This design comes from an exercise in tuning for small area, a short achievable clock period and few clock cycles on the open sky130 flow, not from production work. The RTL was checked by simulation tests, not by an equivalence proof against the original design. Power and IR drop assume default switching activity.

// ml_ops_top
module ml_ops_top (
  input  logic              clk_i,
  input  logic              rst_i,
  input  logic              ml_ops_enable_i,
  input  logic              loading_data_i,
  input  logic              relu_en_i,
  input  logic              dotp_en_i,
  input  logic              ex_ready_i,
  input  ml_ops_pkg::addr_t operand_a_addr_i,
  input  ml_ops_pkg::len_t  operand_b_size_i,
  input  ml_ops_pkg::word_t mem_rd_data_i,
  output ml_ops_pkg::word_t reg_wr_data_o,
  output ml_ops_pkg::word_t mem_wr_data_o,
  output ml_ops_pkg::addr_t mem_addr_o,
  output logic              mem_rd_en_o,
  output logic              mem_wr_en_o,
  output logic              reg_wr_en_o,
  output logic              ml_op_done_o,
  output logic              ml_ready_o
);
Size in the first run: about 2200 cells after synthesis, about 340 flip-flops, about 22000 sq um of cells after synthesis.
Settings: LEC_CHECK=0, CAP_MARGIN=20, CORE_MARGIN=2, CORE_UTILIZATION=60, CTS_CLUSTER_DIAMETER=120, CTS_CLUSTER_SIZE=24, SLEW_MARGIN=20; clock period 9.0 ns.
standard.sh (not shown) runs the stock make flow with config.mk's settings and CLKGATE_MAP_FILE= SYNTH_SCRIPT=/design/flow/synth_recipe.tcl, a recipe that flattens the netlist after the stock synthesis.
==> flow/flow/run.sh <==
#!/bin/bash
# The standard layout, with stronger port buffers and setup repair aimed
# below the clock period (same clock, same constraints).
export BUFFER_PORTS_ARGS="-buffer_cell sky130_fd_sc_hd__buf_1"
export SETUP_SLACK_MARGIN=6.0
export ABC_CLOCK_PERIOD_IN_PS=3000
bash standard.sh > standard_run.log 2>&1
Testbench counts at the start, summed over its fixed seeds: cycles 42,935.
Edit:
--- a/flow/flow/run.sh
+++ b/flow/flow/run.sh
@@ -4,2 +4,2 @@
-export BUFFER_PORTS_ARGS="-buffer_cell sky130_fd_sc_hd__buf_1"
-export SETUP_SLACK_MARGIN=6.0
+export BUFFER_PORTS_ARGS="-buffer_cell sky130_fd_sc_hd__buf_4"
+export SETUP_SLACK_MARGIN=6.15
Outcome: The new run finished with timing, DRC and antenna clean; synthesized cell count does not change; worst setup slack improves by 0.062 ns; area after synthesis is unchanged; sequential cell count does not change; sequential share of layout area goes down by 1.9 points; global-route usage goes up by 0.59 points; first-iteration DRC count goes down by 3.0%; fmax goes up by 2.1%.

---

Setup of alpha:
ml_ops_top again, from the RTL that the note above started with.
==> flow/config.mk <==
export PLATFORM = sky130hd
export DESIGN_NAME = ml_ops_top
export DESIGN_NICKNAME = ml_ops_top
export VERILOG_FILES = /design/flow/design.v
export SDC_FILE = /design/flow/constraint.sdc
export NUM_CORES = 4
export LEC_CHECK = 0
export CAP_MARGIN = 20
export CORE_MARGIN = 2
export CORE_UTILIZATION = 70
export CTS_CLUSTER_DIAMETER = 120
export CTS_CLUSTER_SIZE = 24
export SLEW_MARGIN = 20
==> flow/constraint.sdc <==
create_clock -name core_clock -period 9.0 [get_ports {clk_i}]
set_input_delay 1.8000 -clock core_clock [delete_from_list [all_inputs] [get_ports {clk_i}]]
set_output_delay 1.8000 -clock core_clock [all_outputs]
set_load 0.01 [all_outputs]
==> flow/flow/run.sh <==
#!/bin/bash
# The standard layout, with stronger port buffers and setup repair aimed
# below the clock period (same clock, same constraints).
export BUFFER_PORTS_ARGS="-buffer_cell sky130_fd_sc_hd__buf_2"
export SETUP_SLACK_MARGIN=6.0
export ABC_CLOCK_PERIOD_IN_PS=3000
bash standard.sh > standard_run.log 2>&1
alpha completed; timing, DRC and antenna clean
Testbench counts of alpha, summed over its fixed seeds: cycles 42,935.
Changes in beta relative to alpha:
diff --git a/flow/flow/run.sh b/flow/flow/run.sh
--- a/flow/flow/run.sh
+++ b/flow/flow/run.sh
@@ -3,3 +3,3 @@
 # below the clock period (same clock, same constraints).
-export BUFFER_PORTS_ARGS="-buffer_cell sky130_fd_sc_hd__buf_2"
+export BUFFER_PORTS_ARGS="-buffer_cell sky130_fd_sc_hd__buf_4"
 export SETUP_SLACK_MARGIN=6.0
diff --git a/flow/config.mk b/flow/config.mk
--- a/flow/config.mk
+++ b/flow/config.mk
@@ -9,3 +9,3 @@
 export CORE_MARGIN = 2
-export CORE_UTILIZATION = 70
+export CORE_UTILIZATION = 60
 export CTS_CLUSTER_DIAMETER = 120
[summary]
Lower via count normalized by instance count among alpha and beta: beta. The cell row count of beta is higher than that of alpha. alpha and beta ended up with nearly the same relative area of clock buffers and inverters in the final design.

---

## nickel
Another version of the RTL of ml_ops_top (not shown whole).
Size in the first run: ~2000 cells after synthesis, roughly 310 flip-flops.
==> flow/config.mk <==
export PLATFORM = sky130hd
export DESIGN_NAME = ml_ops_top
export DESIGN_NICKNAME = ml_ops_top
export VERILOG_FILES = /design/flow/design.v
export SDC_FILE = /design/flow/constraint.sdc
export NUM_CORES = 4
export LEC_CHECK = 0
export CAP_MARGIN = 20
export CORE_MARGIN = 2
export CORE_UTILIZATION = 60
export SLEW_MARGIN = 20
==> flow/constraint.sdc <==
create_clock -name core_clock -period 9.0 [get_ports {clk_i}]
set_input_delay 1.8000 -clock core_clock [delete_from_list [all_inputs] [get_ports {clk_i}]]
set_output_delay 1.8000 -clock core_clock [all_outputs]
set_load 0.01 [all_outputs]
==> flow/flow/run.sh <==
#!/bin/bash
# The standard layout, with stronger port buffers and setup repair aimed
# below the clock period (same clock, same constraints).
export BUFFER_PORTS_ARGS="-buffer_cell sky130_fd_sc_hd__buf_4"
export SETUP_SLACK_MARGIN=6.0
export ABC_CLOCK_PERIOD_IN_PS=3000
bash standard.sh > standard_run.log 2>&1
Testbench counts of nickel, summed over its fixed seeds: cycles 43,054.
> inputs changed (nickel -> willow)
- an added CTS_CLUSTER_DIAMETER of 120
- an added CTS_CLUSTER_SIZE of 24
==> flow/flow/run.sh <==
#!/bin/bash
# The standard layout, with chosen port buffers and setup repair aimed
# below the clock period (same clock, same constraints).
export BUFFER_PORTS_ARGS="-buffer_cell sky130_fd_sc_hd__buf_1"
export PRE_RESIZE_TCL="$PWD/flow/pre_resize.tcl"
export SETUP_SLACK_MARGIN=6.0
export ABC_CLOCK_PERIOD_IN_PS=3000
bash standard.sh > standard_run.log 2>&1
==> flow/flow/pre_resize.tcl (new file) <==
# Ports were buffered with the smallest buffer; the output ports, which drive
# the outside load, get a stronger one. The input ports keep the small one.
set n 0
foreach inst [get_cells output*] {
  if { [get_property [get_lib_cells -of_objects $inst] name] == "sky130_fd_sc_hd__buf_1" } {
    replace_cell $inst sky130_fd_sc_hd__buf_4
    incr n
  }
}
puts "pre_resize: $n output port buffers set to sky130_fd_sc_hd__buf_4"
==> run summary <==
Comparing nickel and willow, the lower clock period minus worst slack was measured on nickel.
Going from nickel to willow, global-route wire length before repair shrank by about 2.3%, number of H-tree levels shrank by 1.
Higher final standard cell utilization of the core goes to nickel over willow.
willow ended up with fewer standard cells than nickel.
The number of violations reported at the end of detailed-routing iteration 0 of willow falls short of that of nickel by about 16%.
Summary — sequential share of layout area, willow relative to nickel: higher, by 1.5 points.
diff inputs: willow => violet
- CORE_UTILIZATION changed from 60 to 70
==> flow/flow/run.sh <==
#!/bin/bash
# The standard layout, with stronger port buffers and setup repair aimed
# below the clock period (same clock, same constraints).
export BUFFER_PORTS_ARGS="-buffer_cell sky130_fd_sc_hd__buf_4"
export SETUP_SLACK_MARGIN=6.0
export ABC_CLOCK_PERIOD_IN_PS=3000
bash standard.sh > standard_run.log 2>&1
removed: flow/flow/pre_resize.tcl
==> comparison <==
violet went all the way through the flow, and no timing, DRC or antenna check failed. willow → violet: clock latency reported for the late side of the worst-skew pair ~0 delta, final critical-path setup slack +0.11 ns, minimum hold slack -0.015 ns, critical path depth -1. On violet: proportion of cell area occupied by multi-input gates is 0.53 points lower than what willow gave. Re initial antenna violation count: violet and willow aren't equal, and the higher value belongs to willow. Total power of the final layout came out higher on violet than on willow.

---

== the previous run ==
Another version of the RTL of ml_ops_top (not shown whole).
Size: about 2000 cells after synthesis, about 340 flip-flops, about 200 I/O pins.
## ml_ops_top
module ml_ops_top (
  input  logic              clk_i,
  input  logic              rst_i,
  input  logic              ml_ops_enable_i,
  input  logic              loading_data_i,
  input  logic              relu_en_i,
  input  logic              dotp_en_i,
  input  logic              ex_ready_i,
  input  ml_ops_pkg::addr_t operand_a_addr_i,
  input  ml_ops_pkg::len_t  operand_b_size_i,
  input  ml_ops_pkg::word_t mem_rd_data_i,
  output ml_ops_pkg::word_t reg_wr_data_o,
  output ml_ops_pkg::word_t mem_wr_data_o,
  output ml_ops_pkg::addr_t mem_addr_o,
  output logic              mem_rd_en_o,
  output logic              mem_wr_en_o,
  output logic              reg_wr_en_o,
  output logic              ml_op_done_o,
  output logic              ml_ready_o
);
Settings: LEC_CHECK=0, CAP_MARGIN=20, CORE_MARGIN=2, CORE_UTILIZATION=40, SLEW_MARGIN=20; clock period 9.0 ns.
==> flow/flow/run.sh <==
#!/bin/bash
# The standard layout, with stronger port buffers and setup repair aimed
# below the clock period (same clock, same constraints).
export BUFFER_PORTS_ARGS="-buffer_cell sky130_fd_sc_hd__buf_4"
export SETUP_SLACK_MARGIN=6.0
export ABC_CLOCK_PERIOD_IN_PS=3000
bash standard.sh > standard_run.log 2>&1
Testbench counts of the previous run, summed over its fixed seeds: cycles 45,209.
Inputs modified between the previous run and the current run:
Settings: CTS_CLUSTER_SIZE newly set to 24; CTS_CLUSTER_DIAMETER newly set to 120; CORE_UTILIZATION changed from 40 to 60.
==> run summary <==
- Taking the previous run as the reference, in the current run portion of total power attributed to combinational logic rose 4.4 points, clock share of power fell 12 points, worst hold margin rose 7.3 ps.
- Going from the previous run to the current run, the total power was found to have gone down by about 15%.
- From the previous run to the current run the numbers moved as follows: mean routed wirelength per cell stayed essentially flat; non-clock buffer total of the final layout now smaller.

-- afterwards: timing with drivers on the ports --
The flow's constraints put no driver on any port. The routed layouts listed below were extracted and timed again, unchanged, in two steps.
Step 1, drivers: a clkbuf_16 drives clk_i and a buf_2 each remaining input, both assumed.
Step 2, shift: input delay + t, output delay - t, t = (earliest + latest rising clock arrival at the registers) / 2. This alone moves slack from input paths to output paths.
a / b / c = no drivers / after step 1 / after step 2; a / b = the first two.
| run | t (ns) | setup slack, ns | worst setup path at the end | clock arrival spread, ns |
|---|---|---|---|---|
| the first run of note 1 | 0.578 | 5.949 / 5.949 / 5.684 | input to register | 0.028 / 0.028 |
| the second run of note 1 | 0.603 | 6.011 / 5.956 / 5.717 | input to register | 0.029 / 0.028 |
| alpha | 0.575 | 5.974 / 5.960 / 5.738 | input to register | 0.029 / 0.030 |
| beta | 0.589 | 6.018 / 5.963 / 5.583 | input to register | 0.034 / 0.034 |
| nickel | 0.573 | 5.954 / 5.954 / 5.793 | input to register | 0.019 / 0.019 |
| willow | 0.574 | 5.882 / 5.882 / 5.803 | input to register | 0.024 / 0.024 |
| violet | 0.564 | 5.997 / 5.981 / 5.799 | input to register | 0.023 / 0.023 |
| the previous run | 0.622 | 6.017 / 5.966 / 5.752 | input to register | 0.032 / 0.032 |
| the current run | 0.585 | 5.999 / 5.969 / 5.773 | input to register | 0.028 / 0.029 |
After both steps setup and hold are still met in every run listed. The setup slack of beta, which loses most, moves by -0.055 ns with the drivers and by -0.435 ns with both steps.
